What follows belongs to an exercise in optimizing a design on an open flow for a short achievable clock period, few clock cycles per item and low power; a production flow would make more cautious choices.
Where RTL was checked, it was by simulation tests only, not by an equivalence proof against the original.
Power and IR drop assume default switching activity.

==> inputs of job 8768 <==
## fmul_pipe
module fmul_pipe
#(
    parameter int EXP   = 8,
    parameter int FRAC  = 23,
    parameter int WIDTH = EXP + FRAC + 1
) (
    input  logic              clk,
    input  logic              rst,
    input  logic              in_valid,
    output logic              in_ready,
    input  logic [WIDTH-1:0]  a,
    input  logic [WIDTH-1:0]  b,
    input  logic [1:0]        round_mode,
    output logic              out_valid,
    input  logic              out_ready,
    output logic [WIDTH-1:0]  r,
    output logic [NFLAGS-1:0] flags
);
Settings: LEC_CHECK=0, CAP_MARGIN=20, CORE_MARGIN=2, CORE_UTILIZATION=40, SETUP_SLACK_MARGIN=4.7, SLEW_MARGIN=20; clock period 8.0 ns.
run.sh (not shown) runs the stock make flow with config.mk's settings and CLKGATE_MAP_FILE= SYNTH_SCRIPT=/design/flow/synth_recipe.tcl, a recipe that flattens the netlist after the stock synthesis.
==> job 6134: changes against job 8768 <==
--- a/flow/config.mk
+++ b/flow/config.mk
@@ -10,3 +10,3 @@
 export CORE_UTILIZATION = 40
-export SETUP_SLACK_MARGIN = 4.7
+export SETUP_SLACK_MARGIN = 4.3
 export SLEW_MARGIN = 20
==> comparison <==
- In sequential cell count, job 8768 and job 6134 do not differ.
- In job 8768 the total power is larger than in job 6134, by about 7.5%.
- In synthesized cell count, job 8768 and job 6134 do not differ.
- Against job 6134, the final cell count of job 8768 is higher by 2.4%.
- In sequential power, job 8768 and job 6134 hardly differ.
- Synthesized area is the same in job 6134 and job 8768.
Testbench counts of job 8768, summed over its fixed seeds: cycles 32,032, items 32,000.
Testbench counts of job 6134, summed over its fixed seeds: cycles 32,032, items 32,000.

* * *

==> inputs of 09-12 <==
Another version of the RTL of fmul_pipe (not shown whole).
Settings: LEC_CHECK=0, CAP_MARGIN=20, CORE_MARGIN=2, CORE_UTILIZATION=40, SETUP_SLACK_MARGIN=4.5, SLEW_MARGIN=20; clock period 8.0 ns.
==> 11-04 (differences from 09-12) <==
--- a/flow/design.v
+++ b/flow/design.v
@@ -159,18 +159,22 @@
     logic w_rne, w_dirup;
     assign w_rne   = (round_mode == 2'd0);
     assign w_dirup = (round_mode == 2'd3 & ~(a[31] ^ b[31])) | (round_mode == 2'd2 & (a[31] ^ b[31]));
     logic [23:0] nma, nmb;
     assign nma = ma << lza;
     assign nmb = mb << lzb;
-    logic [9:0] w_e0;
-    assign w_e0 = w_esum - 10'(lza) - 10'(lzb);
     logic v0;
     always_ff @(posedge clk or posedge rst)
         if (rst) v0 <= 1'b0;
         else v0 <= acc;
+    logic [9:0] esum_B;
+    always_ff @(posedge clk) esum_B <= w_esum;
+    logic [4:0] lza_B;
+    always_ff @(posedge clk) lza_B <= lza;
+    logic [4:0] lzb_B;
+    always_ff @(posedge clk) lzb_B <= lzb;
     logic sgn_B;
     always_ff @(posedge clk) sgn_B <= a[31] ^ b[31];
     logic rne_B;
     always_ff @(posedge clk) rne_B <= w_rne;
     logic dirup_B;
     always_ff @(posedge clk) dirup_B <= w_dirup;
@@ -178,13 +182,13 @@
     always_ff @(posedge clk) spec_B <= w_spec;
     logic nan_B;
     always_ff @(posedge clk) nan_B <= w_nan;
     logic inf_B;
     always_ff @(posedge clk) inf_B <= w_inf;
     logic [9:0] e0_B;
-    always_ff @(posedge clk) e0_B <= w_e0;
+    assign e0_B = esum_B - 10'(lza_B) - 10'(lzb_B);
     logic [22:0] xa_B;
     always_ff @(posedge clk) xa_B <= nma[22:0];
     logic [22:0] xb_B;
     always_ff @(posedge clk) xb_B <= nmb[22:0];
     logic t1, t2;
     assign t1 = (xa_B[0] & xb_B[19]) ^ (xa_B[1] & xb_B[18]);
CORE_UTILIZATION = 65   (was 40)
PLACE_DENSITY = 0.75   (was not set)
==> flow_summary.toml <==
[global_routing]
use_met1_pct = 46.3

[clock_network]
cts_sinks = 439

[final_layout]
clock_area_share_pct = 4.15
clock_buffers = 65
final_cell_mix = "605 x inv_1, 356 x fa_1, 308 x and2_1, 236 x nand2_1, 201 x dfxtp_1"
syn2layout_area_growth_pct = 20.8

[critical_path]
rrSetupSlack_ns = 3.56
cpPeakStageDelay_ns = 0.57

[run_status]
status = "finished clean"

[sta]
timing.fmax_mhz = 225

[die]
tap_cells = 696

[pwr]
pg_comb_w = 0.00761

[synthesis]
synth.cell_area_sq_mm = 0.0355
syn_avg_cell_area_sq_um = 10.0
synth-simple-area-share_pct = 14.4

[min_path]
worstHoldEndpoint = "inf_F"
[end of results for 11-04]
==> flow_summary.toml <==
[run_status]
status = "finished clean"

[critical_path]
rrSetupSlack_ns = 3.61
cpPeakStageDelay_ns = 0.59

[global_routing]
use_met1_pct = 32.3

[synthesis]
syn_avg_cell_area_sq_um = 10.1
synth-simple-area-share_pct = 14.7
synth.cell_area_sq_mm = 0.0354

[final_layout]
final_cell_mix = "595 x inv_1, 351 x fa_1, 314 x and2_1, 277 x nand2_1, 192 x dfxtp_1"
clock_buffers = 62
clock_area_share_pct = 3.74
syn2layout_area_growth_pct = 27.6

[pwr]
pg_comb_w = 0.00799

[die]
tap_cells = 1165

[min_path]
worstHoldEndpoint = "rne_E"
[end of results for 09-12]
No functional check of the RTL was part of any run of this note.

* * *

==> exp/umber: inputs <==
fmul_pipe, a different RTL version from the one above (not shown whole).
Settings: LEC_CHECK=0, ABC_CLOCK_PERIOD_IN_PS=3000, CAP_MARGIN=20, CORE_MARGIN=2, CORE_UTILIZATION=40, SLEW_MARGIN=20; clock period 8.0 ns.
==> exp/ember (differences from exp/umber) <==
--- a/flow/design.v
+++ b/flow/design.v
@@ -24,66 +24,37 @@
     input  logic        i_sign,
     input  logic        i_rne,      
     input  logic        i_dirup,    
     input  logic        i_spec,     
     input  logic        i_nan,
     input  logic        i_inf,
-    input  logic [7:0]  i_ex0,
-    input  logic [7:0]  i_ex1,
-    input  logic [7:0]  i_ex2,
-    input  logic        i_uf0,
-    input  logic        i_uf1,
-    input  logic        i_of0,
-    input  logic        i_of1,
-    input  logic        i_of2,
+    input  logic [9:0]  i_e0,
     input  logic [26:0] i_p,
     input  logic        i_stl,
     output logic [31:0] o_res,
     output logic [4:0]  o_flags
 );
     logic        hi;
-    logic [22:0] m1, m0, inc1, inc0, mr1, mr0;
-    logic        g1, r1, s1, g0, r0, s0, nx1, nx0, up1, up0, all1, all0, cy1, cy0;
-    assign hi  = i_p[26];
-    assign m1  = i_p[25:3];
-    assign g1  = i_p[2];
-    assign r1  = i_p[1];
-    assign s1  = i_p[0] | i_stl;
-    assign m0  = i_p[24:2];
-    assign g0  = i_p[1];
-    assign r0  = i_p[0];
-    assign s0  = i_stl;
-    assign nx1 = g1 | r1 | s1;
-    assign nx0 = g0 | r0 | s0;
-    assign up1 = i_rne ? (g1 & (r1 | s1 | m1[0])) : (i_dirup & nx1);
-    assign up0 = i_rne ? (g0 & (r0 | s0 | m0[0])) : (i_dirup & nx0);
-    always_comb begin
-        for (int k = 0; k < 23; k++) begin
-            inc1[k] = m1[k] ^ (&(m1 | ~((23'd1 << k) - 23'd1)));
-            inc0[k] = m0[k] ^ (&(m0 | ~((23'd1 << k) - 23'd1)));
-        end
-    end
-    assign all1 = &m1;
-    assign all0 = &m0;
-    assign cy1  = up1 & all1;
-    assign cy0  = up0 & all0;
-    assign mr1  = up1 ? inc1 : m1;
-    assign mr0  = up0 ? inc0 : m0;
-    logic        nx, uf, of;
-    logic [7:0]  ex;
-    logic [22:0] fr;
-    assign nx = hi ? nx1 : nx0;
-    assign fr = hi ? mr1 : mr0;
-    assign uf = hi ? i_uf1 : i_uf0;
-    always_comb begin
-        case ({hi, hi ? cy1 : cy0})
-            2'b00:   begin ex = i_ex0; of = i_of0; end
-            2'b11:   begin ex = i_ex2; of = i_of2; end
-            default: begin ex = i_ex1; of = i_of1; end
-        endcase
-    end
+    logic [23:0] mant;
+    logic        g, rr, s, inexact, up;
+    logic [24:0] mrnd;
+    logic [1:0]  k;
+    logic signed [9:0] e0, erf;
+    logic        uf, of;
+    assign hi      = i_p[26];
+    assign mant    = hi ? i_p[26:3] : i_p[25:2];
+    assign g       = hi ? i_p[2] : i_p[1];
+    assign rr      = hi ? i_p[1] : i_p[0];
+    assign s       = hi ? (i_p[0] | i_stl) : i_stl;
+    assign inexact = g | rr | s;
+    assign up      = i_rne ? (g & (rr | s | mant[0])) : (i_dirup & inexact);
+    assign mrnd    = {1'b0, mant} + 25'(up);
+    assign e0      = i_e0;
+    assign erf     = e0 + 10'(hi) + 10'(mrnd[24]);
+    assign uf      = hi ? (e0 < 0) : (e0 <= 0);
+    assign of      = (erf >= 10'sd255);
     always_comb begin
         o_flags = 5'd0;
         if (i_spec) begin
             if (i_nan) begin
                 o_res = 32'h7FC00000;
                 o_flags[FLAG_NV] = 1'b1;
@@ -98,14 +69,14 @@
             o_flags[FLAG_NX] = 1'b1;
         end else if (of) begin
             o_res = (i_rne | i_dirup) ? {i_sign, 8'hFF, 23'd0} : {i_sign, 8'hFE, 23'h7FFFFF};
             o_flags[FLAG_OF] = 1'b1;
             o_flags[FLAG_NX] = 1'b1;
         end else begin
-            o_res = {i_sign, ex, fr};
-            o_flags[FLAG_NX] = nx;
+            o_res = {i_sign, erf[7:0], mrnd[22:0]};
+            o_flags[FLAG_NX] = inexact;
         end
     end
 endmodule
 import fp_pkg::*;
 module fmul_pipe
 #(
@@ -2196,18 +2167,12 @@
     assign row0[46] = t1012;
     assign row1[46] = 1'b1;
     assign row0[47] = 1'b0;
     assign row1[47] = 1'b0;
     logic [47:0] prod;
     assign prod = row0 + row1;
-    logic [20:0] zx, zo;
-    assign zx = row0[20:0] ^ row1[20:0];
-    assign zo = {row0[19:0] | row1[19:0], 1'b0};
-    logic [9:0] e0p1, e0p2;
-    assign e0p1 = e0_C + 10'd1;
-    assign e0p2 = e0_C + 10'd2;
     logic v3;
     always_ff @(posedge clk or posedge rst)
         if (rst) v3 <= 1'b0;
         else v3 <= v2;
     logic sgn_F;
     always_ff @(posedge clk) sgn_F <= sgn_C;
@@ -2218,40 +2183,24 @@
     logic spec_F;
     always_ff @(posedge clk) spec_F <= spec_C;
     logic nan_F;
     always_ff @(posedge clk) nan_F <= nan_C;
     logic inf_F;
     always_ff @(posedge clk) inf_F <= inf_C;
-    logic [7:0] ex0_F;
-    always_ff @(posedge clk) ex0_F <= e0_C[7:0];
-    logic [7:0] ex1_F;
-    always_ff @(posedge clk) ex1_F <= e0p1[7:0];
-    logic [7:0] ex2_F;
-    always_ff @(posedge clk) ex2_F <= e0p2[7:0];
-    logic uf0_F;
-    always_ff @(posedge clk) uf0_F <= $signed(e0_C) <= 0;
-    logic uf1_F;
-    always_ff @(posedge clk) uf1_F <= $signed(e0_C) < 0;
-    logic of0_F;
-    always_ff @(posedge clk) of0_F <= $signed(e0_C) >= 255;
-    logic of1_F;
-    always_ff @(posedge clk) of1_F <= $signed(e0_C) >= 254;
-    logic of2_F;
-    always_ff @(posedge clk) of2_F <= $signed(e0_C) >= 253;
+    logic [9:0] e0_F;
+    always_ff @(posedge clk) e0_F <= e0_C;
     logic [26:0] p_F;
     always_ff @(posedge clk) p_F <= prod[47:21];
     logic stl_F;
-    always_ff @(posedge clk) stl_F <= |(zx ^ zo);
+    always_ff @(posedge clk) stl_F <= |prod[20:0];
     logic [31:0] x_r;
     logic [4:0]  x_f;
     fp_round u_round (
         .i_sign(sgn_F), .i_rne(rne_F), .i_dirup(dirup_F),
         .i_spec(spec_F), .i_nan(nan_F), .i_inf(inf_F),
-        .i_ex0(ex0_F), .i_ex1(ex1_F), .i_ex2(ex2_F),
-        .i_uf0(uf0_F), .i_uf1(uf1_F), .i_of0(of0_F), .i_of1(of1_F), .i_of2(of2_F),
-        .i_p(p_F), .i_stl(stl_F),
+        .i_e0(e0_F), .i_p(p_F), .i_stl(stl_F),
         .o_res(x_r), .o_flags(x_f));
     localparam int NB = 5;
     localparam int K  = NB + 1;
     logic        hv;
     logic [36:0] h_q;
     logic [36:0] bq [NB];
ABC_CLOCK_PERIOD_IN_PS = unset   (was 3000)
==> exp/nickel (differences from exp/umber) <==
SETUP_SLACK_MARGIN = 4.6   (was unset)
==> notes <==
- exp/ember finished clean. exp/nickel completed with no timing, DRC or antenna violations. exp/umber went through all stages and came out clean.
- The lowest register-to-register slack belongs to exp/ember, the highest to exp/nickel.
- The lowest clock skew belongs to exp/ember, the highest to exp/nickel.
- Non-clock buffer count, highest first: exp/nickel, exp/ember, exp/umber.
- In sequential power, exp/nickel and exp/umber hardly differ.
- Wire length: exp/nickel > exp/ember > exp/umber.
- In synthesized cell count, exp/umber and exp/nickel do not differ.
- Core utilization, highest first: exp/nickel, exp/umber, exp/ember.
- Worst setup slack, lowest first: exp/ember, exp/umber, exp/nickel.
- In clock power, exp/ember and exp/umber hardly differ.
- First-iteration DRC count: exp/umber < exp/ember < exp/nickel.
No run of this note included a check of the RTL's function; only the layout flow was run.

what the ideal ports hide:
In the flow no input, the clock included, has a driving cell. The finished layouts below were timed again as built, in two steps.
Step 1, drivers: a clkbuf_16 drives clk and a buf_2 each remaining input, both assumed.
Step 2 also shifts input and output timing later by t, the mid clock arrival at the registers, as if the neighbouring blocks saw the same clock.
Slacks: ideal / step 1 / step 2; pairs: ideal / step 1.
run | t, ns | slack for setup (ns) | latest minus earliest clock arrival (ns)
job 8768 | 0.683 | 4.154 / 4.154 / 3.876 | 0.045 / 0.045
job 6134 | 0.678 | 4.200 / 4.200 / 3.668 | 0.054 / 0.055
09-12 | 0.649 | 3.110 / 3.131 / 2.483 | 0.021 / 0.021
11-04 | 0.667 | 3.559 / 3.559 / 3.379 | 0.040 / 0.040
exp/umber | 0.700 | 3.607 / 3.607 / 3.571 | 0.033 / 0.033
exp/ember | 0.688 | 2.433 / 2.433 / 2.433 | 0.035 / 0.035
exp/nickel | 0.695 | 4.369 / 4.369 / 4.243 | 0.044 / 0.044
After both steps setup and hold are still met in every run listed. For 09-12, which loses most, drivers alone change the setup slack by +0.021 ns; drivers and shift together by -0.627 ns.
